What follows belongs to an exercise in optimizing a design on an open flow for small area; a production flow would make more cautious choices.
The RTL of this run was laid out without a check of its function.
No activity file was given, so power comes from the tool's default toggle rates.

==> design.v <==
package palette_pkg;
    localparam int CODE_W = 6;
    localparam int CHAN_W = 8;
    typedef struct packed {
        logic [CHAN_W-1:0] r;
        logic [CHAN_W-1:0] g;
        logic [CHAN_W-1:0] b;
    } rgb_t;
    localparam logic [CODE_W-1:0] C_WHITE  = 6'd0;
    localparam logic [CODE_W-1:0] C_BLACK  = 6'd1;
    localparam logic [CODE_W-1:0] C_GREEN  = 6'd2;
    localparam logic [CODE_W-1:0] C_RED    = 6'd3;
    localparam logic [CODE_W-1:0] C_LBLUE  = 6'd4;
    localparam logic [CODE_W-1:0] C_YELLOW = 6'd5;
    localparam logic [CODE_W-1:0] C_GREY   = 6'd6;
    localparam logic [CODE_W-1:0] C_ORANGE = 6'd7;
    localparam logic [CODE_W-1:0] C_BROWN  = 6'd8;
    localparam int N_DEFAULTS = 9;
    localparam logic [N_DEFAULTS*24-1:0] DEFAULT_PALETTE = {
        24'h663300, 24'hf27a00, 24'hb2b2b0, 24'hf1ff0a, 24'h5db1f0,
        24'hd80222, 24'h27b212, 24'h000000, 24'hffffff
    };
endpackage
module palette_regfile
#(
    parameter int ENTRIES = 64,
    parameter int CODE_W  = palette_pkg::CODE_W,
    parameter int CHAN_W  = palette_pkg::CHAN_W
) (
    input  logic                clk,
    input  logic                rst_n,
    input  logic                wr_en,
    input  logic [CODE_W-1:0]   wr_addr,
    input  logic [3*CHAN_W-1:0] wr_rgb,
    input  logic [CODE_W-1:0]   rd_addr,
    output logic [3*CHAN_W-1:0] rd_rgb
);
    localparam int W    = 3*CHAN_W;
    localparam int LO_W = CODE_W / 2;             
    localparam int HI_W = CODE_W - LO_W;
    localparam int NLO  = 1 << LO_W;
    localparam int NHI  = 1 << HI_W;
    localparam int NG   = (ENTRIES + 1) / 2;      
    localparam int NS   = 2;                      
    localparam int SW   = (W + NS - 1) / NS;
    function automatic logic [W-1:0] default_entry(input int idx);
        logic [23:0] d_s;
        logic [31:0] r_s;
        logic [31:0] g_s;
        logic [31:0] b_s;
        if (idx < palette_pkg::N_DEFAULTS) begin
            d_s = palette_pkg::DEFAULT_PALETTE[24*idx +: 24];
        end else begin
            d_s = '0;
        end
        r_s = {24'h000000, d_s[23:16]};
        g_s = {24'h000000, d_s[15:8]};
        b_s = {24'h000000, d_s[7:0]};
        if (CHAN_W < 8) begin
            r_s = r_s >> (8 - CHAN_W);
            g_s = g_s >> (8 - CHAN_W);
            b_s = b_s >> (8 - CHAN_W);
        end
        default_entry = {r_s[CHAN_W-1:0], g_s[CHAN_W-1:0], b_s[CHAN_W-1:0]};
    endfunction
    logic                 phase_r;
    logic [W-1:0]         mem_r [ENTRIES];
    logic [NHI-1:0]       whi_s;     
    logic [NLO-1:0]       wlo_s;     
    logic [NLO-1:0]       wlo_en_s;  
    logic [NHI-1:0]       rhi_s;     
    logic [NLO-1:0]       rlo_s;     
    logic [2*NG-1:0]      wsel_s [NS];    
    logic [2*NG-1:0]      nsel_s [NS];    
    logic [2*NG-1:0]      rsel_n_s [NS];  
    logic [W-1:0]         wbus0_s;   
    logic [W-1:0]         wbus1_s;   
    logic [W-1:0]         rd_s;
    always_ff @(posedge clk) begin
        phase_r <= rst_n & ~phase_r;
    end
    always_comb begin
        for (int j = 0; j < W; j++) begin
            wbus0_s[j] = ~rst_n | ~wr_en | (wr_rgb[j] ^ phase_r);
            wbus1_s[j] = rst_n & (~wr_en | (wr_rgb[j] ^ phase_r));
        end
        for (int k = 0; k < NHI; k++) begin
            whi_s[k] = ~rst_n | (wr_addr[CODE_W-1:LO_W] == HI_W'(k));
            rhi_s[k] = (rd_addr[CODE_W-1:LO_W] == HI_W'(k));
        end
        for (int m = 0; m < NLO; m++) begin
            wlo_s[m]    = ~rst_n | (wr_addr[LO_W-1:0] == LO_W'(m));
            wlo_en_s[m] = ~rst_n | (wr_en & (wr_addr[LO_W-1:0] == LO_W'(m)));
            rlo_s[m]    = (rd_addr[LO_W-1:0] == LO_W'(m));
        end
    end
    for (genvar c = 0; c < NS; c++) begin : g_copy
        for (genvar i = 0; i < 2*NG; i++) begin : g_sel
            if (i < ENTRIES) begin : g_e
                palette_and2 u_ws (.a(whi_s[i / NLO]), .b(wlo_en_s[i % NLO]), .y  (wsel_s[c][i]));
                palette_nand2 u_ns (.a(whi_s[i / NLO]), .b(wlo_s[i % NLO]),   .y_n(nsel_s[c][i]));
                palette_nand2 u_rs (.a(rhi_s[i / NLO]), .b(rlo_s[i % NLO]),   .y_n(rsel_n_s[c][i]));
            end else begin : g_pad
                assign wsel_s[c][i]   = 1'b0;
                assign nsel_s[c][i]   = 1'b1;
                assign rsel_n_s[c][i] = 1'b1;
            end
        end
    end
    for (genvar i = 0; i < ENTRIES; i++) begin : g_row
        localparam logic [W-1:0] DEF = default_entry(i);
        logic [W-1:0] next_s;
        for (genvar j = 0; j < W; j++) begin : g_bit
            palette_wgate u_wg (
                .q    (mem_r[i][j]),
                .wsel (wsel_s[j / SW][i]),
                .nsel (nsel_s[j / SW][i]),
                .wbus (DEF[j] ? wbus1_s[j] : wbus0_s[j]),
                .d    (next_s[j])
            );
        end
        always_ff @(posedge clk) begin
            mem_r[i] <= next_s;
        end
    end
    for (genvar j = 0; j < W; j++) begin : g_rd
        logic [NG-1:0] part_n_s;    
        for (genvar k = 0; k < NG; k++) begin : g_part
            if (2*k + 1 < ENTRIES) begin : g_2
                palette_rgate u_rg (
                    .d     ({mem_r[2*k+1][j], mem_r[2*k][j]}),
                    .sel_n (rsel_n_s[j / SW][2*k +: 2]),
                    .y     (part_n_s[k])
                );
            end else begin : g_1
                assign part_n_s[k] = ~(mem_r[2*k][j] | rsel_n_s[j / SW][2*k]);
            end
        end
        assign rd_s[j] = ~|part_n_s;
    end
    assign rd_rgb = rd_s ^ {W{phase_r}};
endmodule
module palette_wgate (
    input  logic q,
    input  logic wsel,
    input  logic nsel,
    input  logic wbus,
    output logic d
);
    assign d = ~((q | wsel) & (nsel | wbus));
endmodule
module palette_rgate (
    input  logic [1:0] d,
    input  logic [1:0] sel_n,
    output logic       y
);
    assign y = ~((d[0] | sel_n[0]) & (d[1] | sel_n[1]));
endmodule
module palette_and2 (
    input  logic a,
    input  logic b,
    output logic y
);
    assign y = a & b;
endmodule
module palette_nand2 (
    input  logic a,
    input  logic b,
    output logic y_n
);
    assign y_n = ~(a & b);
endmodule
module palette_mapper
#(
    parameter int CODE_W  = palette_pkg::CODE_W,
    parameter int ENTRIES = 64,
    parameter int CHAN_W  = palette_pkg::CHAN_W
) (
    input  logic                Clk,
    input  logic                Reset_n,
    input  logic                pix_valid,
    input  logic                blank,
    input  logic [CODE_W-1:0]   colorcode,
    input  logic [1:0]          dim,
    input  logic                wr_en,
    input  logic [CODE_W-1:0]   wr_addr,
    input  logic [3*CHAN_W-1:0] wr_rgb,
    output logic                out_valid,
    output logic [CHAN_W-1:0]   VGA_R,
    output logic [CHAN_W-1:0]   VGA_G,
    output logic [CHAN_W-1:0]   VGA_B
);
    logic                valid1_r;
    logic                show1_r;    
    logic [CODE_W-1:0]   code1_r;
    logic [1:0]          dim1_r;
    logic [3*CHAN_W-1:0] rd_rgb_s;
    logic [CHAN_W-1:0]   r_s;
    logic [CHAN_W-1:0]   g_s;
    logic [CHAN_W-1:0]   b_s;
    palette_regfile #(
        .ENTRIES (ENTRIES),
        .CODE_W  (CODE_W),
        .CHAN_W  (CHAN_W)
    ) u_regfile (
        .clk     (Clk),
        .rst_n   (Reset_n),
        .wr_en   (wr_en),
        .wr_addr (wr_addr),
        .wr_rgb  (wr_rgb),
        .rd_addr (code1_r),
        .rd_rgb  (rd_rgb_s)
    );
    always_ff @(posedge Clk) begin
        valid1_r <= Reset_n & pix_valid;
        show1_r  <= Reset_n & pix_valid & ~blank;
        code1_r  <= colorcode;
        dim1_r   <= dim;
    end
    always_comb begin
        r_s = rd_rgb_s[3*CHAN_W-1 -: CHAN_W] >> dim1_r;
        g_s = rd_rgb_s[2*CHAN_W-1 -: CHAN_W] >> dim1_r;
        b_s = rd_rgb_s[CHAN_W-1   -: CHAN_W] >> dim1_r;
    end
    always_ff @(posedge Clk) begin
        out_valid <= Reset_n & valid1_r;
        VGA_R     <= (Reset_n & show1_r) ? r_s : '0;
        VGA_G     <= (Reset_n & show1_r) ? g_s : '0;
        VGA_B     <= (Reset_n & show1_r) ? b_s : '0;
    end
endmodule
==> flow/run.sh <==
#!/bin/bash
# The standard layout (standard.sh, unchanged synthesis), with two changes:
#  - the port buffers are the smallest buffer, sky130_fd_sc_hd__buf_1;
#  - the clock tree is built without dummy loads;
#  - timing-driven global placement does not keep its trial buffers.
# standard.sh's full output goes to standard.log here; ORFS keeps each step's log under orfs/logs.
set -o pipefail
export BUFFER_PORTS_ARGS="-buffer_cell sky130_fd_sc_hd__buf_1"
export GPL_KEEP_OVERFLOW=0
export CTS_ARGS="-sink_clustering_enable -repair_clock_nets -sink_clustering_size 25 -sink_clustering_max_diameter 100 -dont_use_dummy_load"
bash standard.sh > standard.log 2>&1
==> standard.sh <==
#!/bin/bash
# synth_recipe.tcl (not shown) runs the flow's synth.tcl, then flattens the netlist and writes it again
# the make line also repeats each setting of config.mk as NAME=value (left out here)
make -C /OpenROAD-flow-scripts/flow DESIGN_CONFIG=/design/flow/config.mk WORK_HOME=/design/flow/orfs CLKGATE_MAP_FILE= SYNTH_SCRIPT=/design/flow/synth_recipe.tcl "${@:-finish}"
==> config.mk <==
export PLATFORM = sky130hd
export DESIGN_NAME = palette_mapper
export DESIGN_NICKNAME = palette_mapper
export VERILOG_FILES = /design/flow/design.v
export SDC_FILE = /design/flow/constraint.sdc
export NUM_CORES = 4
export LEC_CHECK = 0
export CAP_MARGIN = 20
export CORE_MARGIN = 2
export CORE_UTILIZATION = 60
export CTS_CLUSTER_DIAMETER = 100
export CTS_CLUSTER_SIZE = 25
export SLEW_MARGIN = 20
export SYNTH_HIERARCHICAL = 1
==> constraint.sdc <==
create_clock -name core_clock -period 5.0 [get_ports {Clk}]
set_input_delay 1.0000 -clock core_clock [delete_from_list [all_inputs] [get_ports {Clk}]]
set_output_delay 1.0000 -clock core_clock [all_outputs]
set_load 0.01 [all_outputs]
==> reports/results.ini <==
[worst_setup_path]
critPathTopFamily = simple AND/OR/NAND/NOR gates
max_stage_delay_ps = 1060
cp_max_fo = 12
crit_path_top_delay_cell = nor4_1
worstSetupStartpointType = register
cpMostUsedCell = o22ai_1
worstPathArrival_ps = 4670
critPathBufInv = 2
crit_required_ps = 5510
cp-end-kind = register
crit_chain = nor3_2, buf_6, buf_4, nand2_1, o22ai_1, nor4_1, nand4_1, nor2_1, xor2_1, mux2i_1, o22ai_1
critical_path_class = reg2reg

[global_routing]
grt_pass1_vias = 42400
grt_first_pass_wirelength_um = 275000
grt_max_degree = 52
antenna_found_initial = 11
grt-ovfl-total = 0
grt_usage = 0.417

[yosys]
netlist_instances = 4755
synth.distinct_cells = 36
synth_area_leaders = dfxtp_1, o22ai_1, nand2_1, nor4_1, and2_1
yosys-mux-area-fraction = 0.00412
yosysSeqAreaShare = 0.617
synth_top_area_frac = 0.617
synthArstFlopShare = 0
synth_area_mm2 = 0.0510
synth_nets = 4798
yosysTopAreaCell = dfxtp_1
synth_ff_type = dfxtp_1
synth-compound-area-share = 0.291
yosysWarnings = 13
synthXorXnorAreaFrac = 0.00824
synth_top_family_by_area = compound AO/OA/AOI/OAI gates
postSynthAreaPerCell_um2 = 10.7
synth-simple-area-share = 0.0762
synth_edf_count = 0
ys_ff_latch = 1572
synthAdderAreaFrac = 0

[clock_tree]
cts_sinks = 1572
holdBufCountCts = 0
cts_setup_buffers = 0
root_buffer = clkbuf_16
clk_path_buf_depth = 3
clock_latency_ps = 680
cts_buffers = 72
post_cts_resized = 0
h-tree-depth = 3
path_clk_slew_ps = 100
cts_tree = built

[run]
max_cap_violations = 0

[timing]
finalHoldViolCount = 0
setup_violations = 0
relSlewSlack = 0.173
fin_crit_ps = 4160
final_max_slew_viol_count = 0
fmax_mhz = 240
period_share = 0.832
layout_setup_ws_ps = 841
skew_ps = 36.7
rsz0062_at_grt = no
worst_slew_pin_slew_ps = 1230
whs_ps = 408

[drt]
route.detailed.drc = 0
vias = 46600
wl_um = 190000
wl_per_cell_um = 31.1
drtIter0Drc = 6936
drtPass1Iterations = 8
viasPerCell = 7.64
antenna_left = 0

[die]
core_mm2 = 0.0840
start_util = 0.608
rows = 106
die-area_mm2 = 0.0874
dieWidth_um = 296
fp.dieH_um = 296
io_pins = 68

[placement]
pre_cts_ws_ps = 1180
io_buffers = 67
gp_congestion = 0.924
dp_hpwl_um = 126000

[finish]
fin_util = 0.672
drive_gt1_frac = 0.0503
nets = 4996
syn2layout_area_growth_pct = 10.5

[worst_hold_path]
hp-class = in2reg

[pwr]
vdd_drop_max_mv = 0.366
powerDensity_mw_per_mm2 = 461
leakagePower_nw = 20.4

[run_status]
status = finished clean

## layer usage
metal,global-route usage,vias to the layer above,part of all wire
met5,0,-,0.00052
met4,0.230,14,0.063
met3,0.0992,683,0.11
met2,0.618,3078,0.43
met1,0.562,22600,0.39
li1,-,20200,-
## registers in the layout (all words and copies together), names as in the netlist
signal and flops:
VGA_B 8, VGA_G 8, VGA_R 8, code1_r 6, dim1_r 2, out_valid 1
show1_r 1, u_regfile.mem_r 1536, u_regfile.phase_r 1, valid1_r 1
## placed cells by master (no fill, tap or decap), types with 5 or more instances in the layout
master	synthesis	final
buf_8	0	7
nor3_2	3	5
dfxtp_1	1572	1570
xor2_1	24	24
inv_1	6	6
nor2_1	29	28
o22ai_1	2320	2320
nor4_2	24	24
xnor2_1	24	24
buf_4	4	13
a21boi_1	19	19
nor4_1	168	168
o31ai_4	1	6
buf_1	0	65
and2_1	131	130
o21ai_4	0	13
nand4_1	48	48
mux2i_1	21	21
nor3b_2	0	6
buf_12	1	19
nand2_4	0	24
a21boi_0	6	5
nand2_1	289	261
buf_6	7	11
clkbuf_16	0	72
buf_16	0	31
diode_2	0	14
## per-module statistics from Yosys, one instance, submodules excluded, excerpt
module          copies in the design  flip-flops and latches
palette_rgate                    768                       0
palette_nand2                    256                       0
palette_mapper                     1                      35
palette_wgate                   1536                       0
palette_and2                     128                       0
## synth_stat cells (2+ instances only)
master       n
and2_1     131
dfxtp_1   1572
xor2_1      24
o22ai_1   2320
nor3_1       2
and3_1       2
xnor2_1     24
nand2_1    289
and3b_1      5
o31ai_1      5
clkbuf_1     5
nand4_1     48
nand3b_1     2
buf_2        7
nor3_2       3
nor4_1     168
buf_4        4
a21boi_0     6
buf_6        7
o21ai_0     13
nor2_1      29
nor2b_1      2
inv_1        6
nand2b_1     3
nor4_2      24
a21boi_1    19
nor3b_1      6
mux2i_1     21
## per-stage QoR
stage	instance area, um^2	instances	total power [mW]	TNS, ps
after floorplan	51000	4755	18.1	0
after global placement	52500	5932	19.3	-5313140
after detailed placement	54600	6013	19.6	0
after CTS	56400	6085	25.8	0
after global routing	56400	6091	26.8	0
final	56400	6099	26.0	0
## worst reg2reg max path, cell delays in order, from the launching register on
cell     delay, ps
dfxtp_1        480
nor3_2         210
buf_6          200
buf_4          200
nand2_1        390
o22ai_1        190
nor4_1        1060
nand4_1        310
nor2_1         220
xor2_1         110
mux2i_1        470
o22ai_1        170
## final timing paths
| path | endpoint | start | slack, ps | depth (start not counted) |
|---|---|---|---|---|
| worst min-delay path | dim1_r[0] | dim[0] | 410 | 1 |
| worst max register to register | VGA_G[4] | code1_r[0] | 840 | 11 |
| worst max-delay path | VGA_G[4] | code1_r[0] | 840 | 11 |
| worst min register to register | u_regfile.mem_r[9][3] | u_regfile.mem_r[9][3] | 450 | 1 |
## final cells by class
type	count	area (um^2)
well taps	1134	1420
fillers	6747	27600
inverters	6	22.5
clock buffers	72	1800
multi-input cells	3153	19800
flip-flops and latches	1572	31500
diodes	14	35.0
repair buffers	148	1810
## power by group
part	switching, mW	leakage [nW]	internal (mW)
registers	1.24	13.2	14.7
clock network	3.86	0.887	2.59
logic	2.14	6.30	1.47
## cell families after synthesis
family | after synthesis
AND/OR/NAND/NOR | 718
AO/OA/AOI/OAI | 2366
multiplexers | 21
buffers and inverters | 30
flip-flops | 1572
XOR/XNOR | 48

==> re-timing with driven ports <==
Ports are ideal in the flow. The routed layout listed here was re-timed in OpenROAD.
Step 1 (the two cells are an assumption about what drives the block):
set clk [get_ports {Clk}]
set_driving_cell -lib_cell sky130_fd_sc_hd__clkbuf_16 $clk
set_driving_cell -lib_cell sky130_fd_sc_hd__buf_2 [delete_from_list [all_inputs] $clk]
Step 2 adds t to the input delays and takes it off the output delays; t is the mean of the earliest and latest rising clock arrival at the registers after step 1. Input paths then give back, and output paths get back, about the clock's delay inside the block.
a / b / c = ideal / step 1 / step 2; a / b = the first two.
t, ns: 0.738
setup WS [ns]: 0.841 / 0.841 / 0.841
worst hold slack (ns): 0.408 / 0.358 / 0.447
worst register clock-pin slew, ns: 0.10 / 0.10
worst data-port slew with drivers (ns): 0.11
After both steps this run still meets setup and hold. For this run, drivers alone change the setup slack by 0.000 ns; drivers and shift together by 0.000 ns.
